Source: an optimization exercise on an open RTL-to-GDS flow (aim: small area). Production flows keep margins and buffers that such runs may drop. At most, simulation tests tie the RTL to the original design; equivalence was not proved. Power figures rest on the tool's default switching activity, not on a simulated workload.

==> inputs of job 9521 <==
==> flow/design.v <==
package dsp_xor_pkg;
    localparam int lane_count     = 4;                        
    localparam int simd_ways      = 2;                        
    localparam int word_width     = 24;                       
    localparam int apb_addr_width = 8;
    localparam int apb_data_width = 32;
    localparam int result_count   = lane_count * simd_ways;   
    localparam int operand_count  = result_count * 2;         
    typedef logic [word_width-1:0]           word_t;       
    typedef logic [simd_ways*word_width-1:0] dsp_word_t;   
    typedef logic [3:0]                      alumode_t;    
    typedef logic [apb_addr_width-1:0]       apb_addr_t;
    typedef logic [apb_data_width-1:0]       apb_data_t;
    localparam alumode_t alumode_xor  = 4'b0100;   
    localparam alumode_t alumode_xnor = 4'b0101;   
    localparam alumode_t alumode_and  = 4'b1100;   
    localparam alumode_t alumode_or   = 4'b1000;   
    localparam apb_addr_t addr_operand_base = 8'h00;   
    localparam apb_addr_t addr_result_base  = 8'h40;   
    localparam apb_addr_t addr_ctrl         = 8'h80;   
    localparam apb_addr_t addr_mode         = 8'h84;   
    localparam apb_addr_t addr_status       = 8'h88;   
    typedef logic [1:0] collector_state_t;
    localparam collector_state_t coll_idle = 2'd0;
    localparam collector_state_t coll_busy = 2'd1;
    localparam collector_state_t coll_done = 2'd2;
endpackage
`timescale 1ns/1ps
module dsp_xor_bank_top (
    input  logic        clock,
    input  logic        arst_n,
    input  logic [7:0]  paddr,
    input  logic        psel,
    input  logic        penable,
    input  logic        pwrite,
    input  logic [31:0] pwdata,
    output logic [31:0] prdata,
    output logic        pready,
    output logic        pslverr
);
    logic [23:0] opnd [16];    
    logic [23:0] res  [8];     
    logic [3:0]  mode;
    logic        clr;          
    logic        launch;       
    logic        busy;         
    logic        done;         
    logic access, wr;
    logic is_operand, is_result, is_ctrl, is_mode, is_status, mapped;
    logic go_ok, mode_ok, err;
    assign access     = psel & penable;
    assign wr         = access & pwrite & ~clr;
    assign is_operand = (paddr[7:6] == 2'b00) && (paddr[1:0] == 2'b00);
    assign is_result  = (paddr[7:5] == 3'b010) && (paddr[1:0] == 2'b00);
    assign is_ctrl    = (paddr == 8'h80);
    assign is_mode    = (paddr == 8'h84);
    assign is_status  = (paddr == 8'h88);
    assign mapped     = is_operand | is_result | is_ctrl | is_mode | is_status;
    assign err = !mapped
               || (pwrite && (is_result || is_status))
               || (busy && pwrite && ((is_ctrl && pwdata[0]) || is_mode));
    assign go_ok   = wr & is_ctrl & pwdata[0] & ~busy;
    assign mode_ok = wr & is_mode & ~busy;
    always_ff @(posedge clock or negedge arst_n) begin
        if (!arst_n) begin
            clr    <= 1'b1;
            launch <= 1'b0;
            busy   <= 1'b0;
            done   <= 1'b0;
            mode   <= 4'b0100;
        end else begin
            clr    <= 1'b0;
            launch <= go_ok;
            busy   <= launch;
            done   <= (done | busy) & ~launch;
            if (mode_ok) mode <= pwdata[3:0];
        end
    end
    for (genvar i = 0; i < 16; i++) begin : g_opnd
        logic we, keep;
        assign we   = wr & is_operand & (paddr[5:2] == i);
        assign keep = ~we & ~clr;
        always_ff @(posedge clock) begin
            opnd[i] <= (pwdata[23:0] & {24{we}}) | (opnd[i] & {24{keep}});
        end
    end
    logic e1, e2, inv, res_inv;
    assign e1  = (mode != 4'b1000);                        
    assign e2  = (mode != 4'b1100);                        
    assign inv = (mode != 4'b0101) & (mode != 4'b1100);    
    always_ff @(posedge clock) begin
        if (launch) res_inv <= inv;
    end
    for (genvar k = 0; k < 8; k++) begin : g_res
        logic [23:0] a, b, w;
        assign a = opnd[2*k];        
        assign b = opnd[2*k + 1];    
        assign w = (a & b & {24{e1}}) | (~(a | b) & {24{e2}});
        always_ff @(posedge clock) begin
            if (launch) res[k] <= w;
        end
    end
    logic [23:0] rd, rd_op, rd_res;
    logic [7:0]  zf;
    always_comb begin
        rd_op  = '0;
        rd_res = '0;
        for (int i = 0; i < 16; i++)
            if (paddr[5:2] == i) rd_op = rd_op | opnd[i];
        for (int k = 0; k < 8; k++)
            if (paddr[4:2] == k) rd_res = rd_res | res[k];
        for (int k = 0; k < 8; k++)
            zf[k] = done & (res_inv ? (&res[k]) : ~(|res[k]));
        rd = '0;
        if (is_operand)        rd = rd_op;
        if (is_result && done) rd = rd_res ^ {24{res_inv}};
        if (is_mode)   rd[3:0]  = mode;
        if (is_status) begin
            rd[0]    = done;
            rd[1]    = busy;
            rd[15:8] = zf;
        end
    end
    assign prdata  = {8'h00, rd};
    assign pready  = 1'b1;
    assign pslverr = err;
endmodule
==> flow/run.sh <==
#!/bin/bash
# synth_recipe.tcl (not shown) runs the flow's synth.tcl, then flattens the netlist and writes it again
# the make line also repeats each setting of config.mk as NAME=value (left out here)
make -C /OpenROAD-flow-scripts/flow DESIGN_CONFIG=/design/flow/config.mk WORK_HOME=/design/flow/orfs CLKGATE_MAP_FILE= SYNTH_SCRIPT=/design/flow/synth_recipe.tcl finish
==> flow/config.mk <==
export PLATFORM = sky130hd
export DESIGN_NAME = dsp_xor_bank_top
export DESIGN_NICKNAME = dsp_xor_bank_top
export VERILOG_FILES = /design/flow/design.v
export SDC_FILE = /design/flow/constraint.sdc
export NUM_CORES = 4
export LEC_CHECK = 0
export ABC_AREA = 1
export CAP_MARGIN = 0
export CORE_MARGIN = 2
export CORE_UTILIZATION = 40
export SLEW_MARGIN = 0
==> flow/constraint.sdc <==
create_clock -name core_clock -period 8.0 [get_ports {clock}]
set_input_delay 1.6000 -clock core_clock [delete_from_list [all_inputs] [get_ports {clock}]]
set_output_delay 1.6000 -clock core_clock [all_outputs]
set_load 0.01 [all_outputs]
==> job 7258 (differences from job 9521) <==
==> flow/design.v, changed modules only <==
module dsp_xor_bank_top (
    input  logic        clock,
    input  logic        arst_n,
    input  logic [7:0]  paddr,
    input  logic        psel,
    input  logic        penable,
    input  logic        pwrite,
    input  logic [31:0] pwdata,
    output logic [31:0] prdata,
    output logic        pready,
    output logic        pslverr
);
    logic [23:0] opnd [16];    
    logic [23:0] res  [8];     
    logic [3:0]  mode;
    logic        clr;          
    logic        launch;       
    logic        busy;         
    logic        done;         
    logic access, wr;
    logic is_operand, is_result, is_ctrl, is_mode, is_status, mapped;
    logic go_ok, mode_ok, err;
    assign access     = psel & penable;
    assign wr         = access & pwrite & ~clr;
    assign is_operand = (paddr[7:6] == 2'b00) && (paddr[1:0] == 2'b00);
    assign is_result  = (paddr[7:5] == 3'b010) && (paddr[1:0] == 2'b00);
    assign is_ctrl    = (paddr == 8'h80);
    assign is_mode    = (paddr == 8'h84);
    assign is_status  = (paddr == 8'h88);
    assign mapped     = is_operand | is_result | is_ctrl | is_mode | is_status;
    assign err = !mapped
               || (pwrite && (is_result || is_status))
               || (busy && pwrite && ((is_ctrl && pwdata[0]) || is_mode));
    assign go_ok   = wr & is_ctrl & pwdata[0] & ~busy;
    assign mode_ok = wr & is_mode & ~busy;
    always_ff @(posedge clock or negedge arst_n) begin
        if (!arst_n) begin
            clr    <= 1'b1;
            launch <= 1'b0;
            busy   <= 1'b0;
            done   <= 1'b0;
            mode   <= 4'b0100;
        end else begin
            clr    <= 1'b0;
            launch <= go_ok;
            busy   <= launch;
            done   <= (done | busy) & ~launch;
            if (mode_ok) mode <= pwdata[3:0];
        end
    end
    for (genvar i = 0; i < 16; i++) begin : g_opnd
        logic we, keep;
        assign we   = wr & is_operand & (paddr[5:2] == i);
        assign keep = ~we & ~clr;
        always_ff @(posedge clock) begin
            opnd[i] <= (pwdata[23:0] & {24{we}}) | (opnd[i] & {24{keep}});
        end
    end
    logic e1, e2, inv, res_inv;
    logic g0, g1, g2;
    assign e1  = (mode != 4'b1000);                        
    assign e2  = (mode != 4'b1100);                        
    assign inv = (mode == 4'b0101) | (mode == 4'b1100);    
    assign g0  = launch & e1;
    assign g1  = ~launch | ~e2;
    assign g2  = launch;
    always_ff @(posedge clock) begin
        if (launch) res_inv <= inv;
    end
    for (genvar k = 0; k < 8; k++) begin : g_res
        logic [23:0] a, b;
        assign a = opnd[2*k];        
        assign b = opnd[2*k + 1];    
        always_ff @(posedge clock) begin
            res[k] <= ~(a & b & {24{g0}}) & ((a | b | {24{g1}}) & (res[k] | {24{g2}}));
        end
    end
    logic [23:0] src [24];      
    logic [23:0] sel;
    logic [23:0] rd, xtra;
    logic [7:0]  zf;
    logic        xinv;
    always_comb begin
        for (int i = 0; i < 16; i++) begin
            src[i] = opnd[i];
            sel[i] = is_operand & (paddr[5:2] == i);
        end
        for (int k = 0; k < 8; k++) begin
            src[16 + k] = res[k];
            sel[16 + k] = is_result & done & (paddr[4:2] == k);
        end
        for (int k = 0; k < 8; k++)
            zf[k] = done & (res_inv ? (&res[k]) : ~(|res[k]));
        xtra = '0;
        xtra[3:0]  = mode & {4{is_mode}};
        xtra[0]    = xtra[0] | (done & is_status);
        xtra[1]    = xtra[1] | (busy & is_status);
        xtra[15:8] = zf & {8{is_status}};
        xinv = res_inv & is_result & done;
    end
    for (genvar j = 0; j < 24; j++) begin : g_rd
        logic [7:0] g;
        for (genvar m = 0; m < 8; m++) begin : g_grp
            assign g[m] = ~((sel[3*m] & src[3*m][j]) | (sel[3*m+1] & src[3*m+1][j])
                            | (sel[3*m+2] & src[3*m+2][j]));
        end
        assign rd[j] = (~(g[0] & g[1] & g[2] & g[3]) | ~(g[4] & g[5] & g[6] & g[7]) | xtra[j]) ^ xinv;
    end
    assign prdata  = {8'h00, rd};
    assign pready  = 1'b1;
    assign pslverr = err;
endmodule
==> flow/flow/run.sh (new file) <==
#!/bin/bash
# Own flow: the standard ORFS flow, with three changes that only affect
# how the layout is built:
#  - ABC maps for area with &nf (abc_area.script here replaces ORFS's copy),
#  - ports are buffered with buf_1,
#  - CTS uses clkbuf_8 with clusters of up to 16 sinks and no dummy loads.
set -euo pipefail
W=$PWD
rm -rf "$W/scripts_mod"
cp -r "$FLOW_HOME/scripts" "$W/scripts_mod"
cp "$W/flow/abc_area.script" "$W/scripts_mod/abc_area.script"
export SCRIPTS_DIR="$W/scripts_mod"
export BUFFER_PORTS_ARGS="-buffer_cell sky130_fd_sc_hd__buf_1"
export CTS_ARGS="-sink_clustering_enable -repair_clock_nets -dont_use_dummy_load -buf_list sky130_fd_sc_hd__clkbuf_8 -sink_clustering_size 16 -sink_clustering_max_diameter 50"
bash standard.sh > "$W/standard_flow.log" 2>&1
==> flow/flow/abc_area.script (new file) <==
&get -n
&st
&dch -f
&nf -a -p -F 8 -A 8 -C 32 -R 1000
&put
topo
stime -c
==> flow/standard.sh (new file) <==
#!/bin/bash
# synth_recipe.tcl (not shown) runs the flow's synth.tcl, then flattens the netlist and writes it again
# the make line also repeats each setting of config.mk as NAME=value (left out here)
make -C /OpenROAD-flow-scripts/flow DESIGN_CONFIG=/design/flow/config.mk WORK_HOME=/design/flow/orfs CLKGATE_MAP_FILE= SYNTH_SCRIPT=/design/flow/synth_recipe.tcl "${@:-finish}"
- CORE_UTILIZATION: 40 -> 70
removed: flow/run.sh
==> results.py <==
metrics = {
    "floorplan": {
        "die_h_um": 182,
        "dieArea_sq_um": 33000,
    },
    "layout": {
        "area_growth_pct": 9.95,
        "drive_gt1_share_pct": 8.60,
        "final_cell_area_sq_um": 24300,
    },
    "clock_network": {
        "insertion_delay_ns": 0.63,
        "cts-buffers-inserted": 46,
    },
    "power_and_ir_drop": {
        "clkPwrFrac_pct": 31.7,
    },
    "synthesis": {
        "netlist.area_leader.share_pct": 52.2,
        "synth_mux_area_share_pct": 0.204,
        "synth_top_family_by_area": "compound AO/OA/AOI/OAI gates",
        "yosysWarnings": 4,
        "synth_xor_area_share_pct": 0.951,
    },
    "placement": {
        "place_congestion": 1.06,
        "dp_hpwl_mm": 54.0,
    },
    "routing": {
        "num_vias": 22800,
        "wl_met2_mm": 35.8,
    },
    "global_route": {
        "grt_use_met1_pct": 66.9,
        "grt_pass1_wl_mm": 131,
    },
    "outcome": {
        "status": "finished clean",
    },
}
Source of the figures above: job 7258

==> results.py <==
metrics = {
    "placement": {
        "dp_hpwl_mm": 75.9,
    },
    "synthesis": {
        "netlist.area_leader.share_pct": 28.3,
        "yosysWarnings": 3,
        "synth_top_family_by_area": "simple AND/OR/NAND/NOR gates",
    },
    "layout": {
        "drive_gt1_share_pct": 6.51,
        "area_growth_pct": 12.6,
    },
    "power_and_ir_drop": {
        "clkPwrFrac_pct": 46.6,
    },
    "floorplan": {
        "die_h_um": 265,
        "dieArea_sq_um": 70100,
    },
    "routing": {
        "num_vias": 26700,
        "wl_met2_mm": 50.4,
    },
    "critical_path": {
        "crit_chain": "clkdlybuf4s50_1, buf_4, inv_2, nand2_1, nor2_2, nand2_1, nand2_1, nor2_1, nand4_1, nand2_1, nand3_1, clkdlybuf4s50_1",
    },
    "global_route": {
        "grt_use_met1_pct": 47.0,
        "grt_pass1_wl_mm": 170,
        "overflow": 0,
    },
    "outcome": {
        "status": "finished clean",
    },
    "clock_network": {
        "insertion_delay_ns": 0.64,
    },
}
Source of the figures above: job 9521

The RTL of job 9521 was laid out without a check of its function.

==> inputs of run P <==
dsp_xor_bank_top, a different RTL version from the one above (not shown whole).
==> module dsp_xor_bank_top, before the edit <==
module dsp_xor_bank_top (
    input  logic        clock,
    input  logic        arst_n,
    input  logic [7:0]  paddr,
    input  logic        psel,
    input  logic        penable,
    input  logic        pwrite,
    input  logic [31:0] pwdata,
    output logic [31:0] prdata,
    output logic        pready,
    output logic        pslverr
);
    logic [23:0] opnd [16];    
    logic [23:0] res  [8];     
    logic [3:0]  mode;
    logic        clr;          
    logic        launch;       
    logic        busy;         
    logic        done;         
    logic access, wr;
    logic is_operand, is_result, is_ctrl, is_mode, is_status, mapped;
    logic go_ok, mode_ok, err;
    assign access     = psel & penable;
    assign wr         = access & pwrite & ~clr;
    assign is_operand = (paddr[7:6] == 2'b00) && (paddr[1:0] == 2'b00);
    assign is_result  = (paddr[7:5] == 3'b010) && (paddr[1:0] == 2'b00);
    assign is_ctrl    = (paddr == 8'h80);
    assign is_mode    = (paddr == 8'h84);
    assign is_status  = (paddr == 8'h88);
    assign mapped     = is_operand | is_result | is_ctrl | is_mode | is_status;
    assign err = !mapped
               || (pwrite && (is_result || is_status))
               || (busy && pwrite && ((is_ctrl && pwdata[0]) || is_mode));
    assign go_ok   = wr & is_ctrl & pwdata[0] & ~busy;
    assign mode_ok = wr & is_mode & ~busy;
    always_ff @(posedge clock or negedge arst_n) begin
        if (!arst_n) begin
            clr    <= 1'b1;
            launch <= 1'b0;
            busy   <= 1'b0;
            done   <= 1'b0;
            mode   <= 4'b0100;
        end else begin
            clr    <= 1'b0;
            launch <= go_ok;
            busy   <= launch;
            done   <= (done | busy) & ~launch;
            if (mode_ok) mode <= pwdata[3:0];
        end
    end
    for (genvar i = 0; i < 16; i++) begin : g_opnd
        logic we, keep;
        assign we   = wr & is_operand & (paddr[5:2] == i);
        assign keep = ~we & ~clr;
        always_ff @(posedge clock) begin
            opnd[i] <= (pwdata[23:0] & {24{we}}) | (opnd[i] & {24{keep}});
        end
    end
    logic e1, e2, inv, res_inv;
    assign e1  = (mode != 4'b1000);                        
    assign e2  = (mode != 4'b1100);                        
    assign inv = (mode != 4'b0101) & (mode != 4'b1100);    
    always_ff @(posedge clock) begin
        if (launch) res_inv <= inv;
    end
    for (genvar k = 0; k < 8; k++) begin : g_res
        logic [23:0] a, b, w;
        assign a = opnd[2*k];        
        assign b = opnd[2*k + 1];    
        assign w = (a & b & {24{e1 & launch}}) | (~(a | b) & {24{e2 & launch}});
        always_ff @(posedge clock) begin
            res[k] <= w | (res[k] & {24{~launch}});
        end
    end
    logic [23:0] rd, rd_op, rd_res;
    logic [7:0]  zf;
    always_comb begin
        rd_op  = '0;
        rd_res = '0;
        for (int i = 0; i < 16; i++)
            if (paddr[5:2] == i) rd_op = rd_op | opnd[i];
        for (int k = 0; k < 8; k++)
            if (paddr[4:2] == k) rd_res = rd_res | res[k];
        for (int k = 0; k < 8; k++)
            zf[k] = done & (res_inv ? (&res[k]) : ~(|res[k]));
        rd = '0;
        if (is_operand)        rd = rd_op;
        if (is_result && done) rd = rd_res ^ {24{res_inv}};
        if (is_mode)   rd[3:0]  = mode;
        if (is_status) begin
            rd[0]    = done;
            rd[1]    = busy;
            rd[15:8] = zf;
        end
    end
    assign prdata  = {8'h00, rd};
    assign pready  = 1'b1;
    assign pslverr = err;
endmodule
Settings: LEC_CHECK=0, ABC_AREA=1, CAP_MARGIN=0, CORE_MARGIN=2, CORE_UTILIZATION=40, CTS_BUF_LIST=sky130_fd_sc_hd__clkbuf_4, SLEW_MARGIN=0; clock period 8.0 ns.
run.sh (not shown) runs the stock make flow with config.mk's settings and CLKGATE_MAP_FILE= SYNTH_SCRIPT=/design/flow/synth_recipe.tcl, a recipe that flattens the netlist after the stock synthesis.
Stock flow here: none of the scripts above is used.
==> run Y: changes against run P <==
--- a/flow/design.v
+++ b/flow/design.v
@@ -86,39 +86,52 @@
     end
     logic e1, e2, inv, res_inv;
+    logic g0, g1, g2;
     assign e1  = (mode != 4'b1000);                        
     assign e2  = (mode != 4'b1100);                        
-    assign inv = (mode != 4'b0101) & (mode != 4'b1100);    
+    assign inv = (mode == 4'b0101) | (mode == 4'b1100);    
+    assign g0  = launch & e1;
+    assign g1  = ~launch | ~e2;
+    assign g2  = launch;
     always_ff @(posedge clock) begin
         if (launch) res_inv <= inv;
     end
     for (genvar k = 0; k < 8; k++) begin : g_res
-        logic [23:0] a, b, w;
+        logic [23:0] a, b;
         assign a = opnd[2*k];        
         assign b = opnd[2*k + 1];    
-        assign w = (a & b & {24{e1 & launch}}) | (~(a | b) & {24{e2 & launch}});
         always_ff @(posedge clock) begin
-            res[k] <= w | (res[k] & {24{~launch}});
+            res[k] <= ~(a & b & {24{g0}}) & ((a | b | {24{g1}}) & (res[k] | {24{g2}}));
         end
     end
-    logic [23:0] rd, rd_op, rd_res;
+    logic [23:0] src [24];      
+    logic [23:0] sel;
+    logic [23:0] rd, xtra;
     logic [7:0]  zf;
+    logic        xinv;
     always_comb begin
-        rd_op  = '0;
-        rd_res = '0;
-        for (int i = 0; i < 16; i++)
-            if (paddr[5:2] == i) rd_op = rd_op | opnd[i];
-        for (int k = 0; k < 8; k++)
-            if (paddr[4:2] == k) rd_res = rd_res | res[k];
+        for (int i = 0; i < 16; i++) begin
+            src[i] = opnd[i];
+            sel[i] = is_operand & (paddr[5:2] == i);
+        end
+        for (int k = 0; k < 8; k++) begin
+            src[16 + k] = res[k];
+            sel[16 + k] = is_result & done & (paddr[4:2] == k);
+        end
         for (int k = 0; k < 8; k++)
             zf[k] = done & (res_inv ? (&res[k]) : ~(|res[k]));
-        rd = '0;
-        if (is_operand)        rd = rd_op;
-        if (is_result && done) rd = rd_res ^ {24{res_inv}};
-        if (is_mode)   rd[3:0]  = mode;
-        if (is_status) begin
-            rd[0]    = done;
-            rd[1]    = busy;
-            rd[15:8] = zf;
+        xtra = '0;
+        xtra[3:0]  = mode & {4{is_mode}};
+        xtra[0]    = xtra[0] | (done & is_status);
+        xtra[1]    = xtra[1] | (busy & is_status);
+        xtra[15:8] = zf & {8{is_status}};
+        xinv = res_inv & is_result & done;
+    end
+    for (genvar j = 0; j < 24; j++) begin : g_rd
+        logic [7:0] g;
+        for (genvar m = 0; m < 8; m++) begin : g_grp
+            assign g[m] = ~((sel[3*m] & src[3*m][j]) | (sel[3*m+1] & src[3*m+1][j])
+                            | (sel[3*m+2] & src[3*m+2][j]));
         end
+        assign rd[j] = (~(g[0] & g[1] & g[2] & g[3]) | ~(g[4] & g[5] & g[6] & g[7]) | xtra[j]) ^ xinv;
     end
     assign prdata  = {8'h00, rd};
==> flow/flow/run.sh (new file) <==
#!/bin/bash
# Own flow: the standard ORFS flow, with three changes that only affect
# how the layout is built:
#  - ABC maps for area with &nf (abc_area.script here replaces ORFS's copy),
#  - ports are buffered with buf_1,
#  - CTS uses clkbuf_8 with clusters of up to 16 sinks and no dummy loads.
set -euo pipefail
W=$PWD
rm -rf "$W/scripts_mod"
cp -r "$FLOW_HOME/scripts" "$W/scripts_mod"
cp "$W/flow/abc_area.script" "$W/scripts_mod/abc_area.script"
export SCRIPTS_DIR="$W/scripts_mod"
export BUFFER_PORTS_ARGS="-buffer_cell sky130_fd_sc_hd__buf_1"
export CTS_ARGS="-sink_clustering_enable -repair_clock_nets -dont_use_dummy_load -buf_list sky130_fd_sc_hd__clkbuf_8 -sink_clustering_size 16 -sink_clustering_max_diameter 50"
bash standard.sh > "$W/standard_flow.log" 2>&1
==> flow/flow/abc_area.script (new file) <==
&get -n
&st
&dch -f
&nf -a -p -F 8 -A 8 -C 32 -R 1000
&put
topo
stime -c
==> flow/standard.sh (new file) <==
#!/bin/bash
# synth_recipe.tcl (not shown) runs the flow's synth.tcl, then flattens the netlist and writes it again
# the make line also repeats each setting of config.mk as NAME=value (left out here)
make -C /OpenROAD-flow-scripts/flow DESIGN_CONFIG=/design/flow/config.mk WORK_HOME=/design/flow/orfs CLKGATE_MAP_FILE= SYNTH_SCRIPT=/design/flow/synth_recipe.tcl "${@:-finish}"
- CORE_UTILIZATION: 40 -> 65
- CTS_BUF_LIST: sky130_fd_sc_hd__clkbuf_4 -> default
- GPL_TIMING_DRIVEN: default -> 0
removed: flow/run.sh
==> flow_summary.html <==
<table>
<tr><th>Metric</th><th>Value</th></tr>
<tr><th colspan="2">Run status</th></tr>
<tr><td>Run status</td><td>no timing/DRC/antenna violations</td></tr>
<tr><th colspan="2">Layout</th></tr>
<tr><td>Post-route core utilization</td><td>75.0%</td></tr>
<tr><td>Signal buffers share of area</td><td>6.26%</td></tr>
<tr><td>Leading cell type in the layout, fill and taps excluded</td><td>sky130_fd_sc_hd__dfxtp_1</td></tr>
<tr><td>Final Net Count</td><td>2163</td></tr>
<tr><th colspan="2">Global routing</th></tr>
<tr><td>Initial antenna violation count</td><td>1</td></tr>
<tr><td>Met1 track demand over resource in global routing</td><td>59.1%</td></tr>
<tr><td>M3 GR Usage</td><td>8.98%</td></tr>
<tr><th colspan="2">Worst hold path</th></tr>
<tr><td>Cells on Worst Hold Path</td><td>1</td></tr>
<tr><td>Hold Path Origin</td><td>opnd[5][0]</td></tr>
<tr><th colspan="2">Clock network</th></tr>
<tr><td>Clock latency of the later-clocked register in the worst-skew pair</td><td>650 ps</td></tr>
<tr><th colspan="2">Pwr</th></tr>
<tr><td>Maximum VDD drop</td><td>0.183 mV</td></tr>
<tr><th colspan="2">Yosys</th></tr>
<tr><td>Largest family of logic cells by synthesized area</td><td>compound AO/OA/AOI/OAI gates</td></tr>
<tr><th colspan="2">Floorplan</th></tr>
<tr><td>Horizontal die dimension</td><td>188 um</td></tr>
<tr><th colspan="2">STA</th></tr>
<tr><td>Worst Max-Slew Pin Slew</td><td>1260 ps</td></tr>
<tr><th colspan="2">Setup path</th></tr>
<tr><td>Crit. Startpoint</td><td>paddr[5]</td></tr>
</table>
Source of the figures above: run Y

==> flow_summary.html <==
<table>
<tr><th>Metric</th><th>Value</th></tr>
<tr><th colspan="2">Layout</th></tr>
<tr><td>Signal buffers share of area</td><td>3.55%</td></tr>
<tr><td>Post-route core utilization</td><td>45.4%</td></tr>
<tr><td>Leading cell type in the layout, fill and taps excluded</td><td>sky130_fd_sc_hd__nand3_1</td></tr>
<tr><td>Final Net Count</td><td>3753</td></tr>
<tr><th colspan="2">Yosys</th></tr>
<tr><td>Largest family of logic cells by synthesized area</td><td>simple AND/OR/NAND/NOR gates</td></tr>
<tr><th colspan="2">STA</th></tr>
<tr><td>Worst Max-Slew Pin Slew</td><td>1220 ps</td></tr>
<tr><th colspan="2">Global routing</th></tr>
<tr><td>M3 GR Usage</td><td>10.9%</td></tr>
<tr><td>Initial antenna violation count</td><td>7</td></tr>
<tr><td>Met1 track demand over resource in global routing</td><td>48.6%</td></tr>
<tr><th colspan="2">Run status</th></tr>
<tr><td>Run status</td><td>no timing/DRC/antenna violations</td></tr>
<tr><th colspan="2">Pwr</th></tr>
<tr><td>Maximum VDD drop</td><td>0.0887 mV</td></tr>
<tr><th colspan="2">Worst hold path</th></tr>
<tr><td>Cells on Worst Hold Path</td><td>2</td></tr>
<tr><th colspan="2">Clock network</th></tr>
<tr><td>Clock latency of the later-clocked register in the worst-skew pair</td><td>1040 ps</td></tr>
</table>
Source of the figures above: run P

For run P, only the layout was checked, not whether the RTL still works.

-- re-timing with driven ports --
The flow's constraints put no driver on any port. The routed layouts listed below were extracted and timed again, unchanged, in two steps.
Step 1: set_driving_cell puts a clkbuf_16 on clock and a buf_2 on each other input, an assumption about the parent block.
Step 2 times the ports against the registers' clock, not the clock port: input delays grow and output delays shrink by t, the midpoint of the rising clock arrivals with the driver on.
a / b / c = ideal / step 1 / step 2; a / b = the first two.
| run | t (ns) | setup slack, ns | worst setup path after step 2 | latest minus earliest clock arrival (ns) | worst register clock-pin slew, ns |
|---|---|---|---|---|---|
| job 9521 | 0.703 | 0.857 / 0.813 / 0.813 | input to output | 0.021 / 0.022 | 0.07 / 0.07 |
| job 7258 | 0.655 | 1.511 / 1.483 / 1.483 | input to output | 0.045 / 0.045 | 0.10 / 0.10 |
| run P | 1.083 | 0.755 / 0.568 / 0.568 | input to output | 0.065 / 0.064 | 0.09 / 0.09 |
| run Y | 0.676 | 0.846 / 0.822 / 0.822 | input to output | 0.065 / 0.065 | 0.10 / 0.10 |
After both steps every run listed still meets setup and hold. The setup slack of run P, which loses most, moves by -0.187 ns with the drivers and by -0.187 ns with both steps.
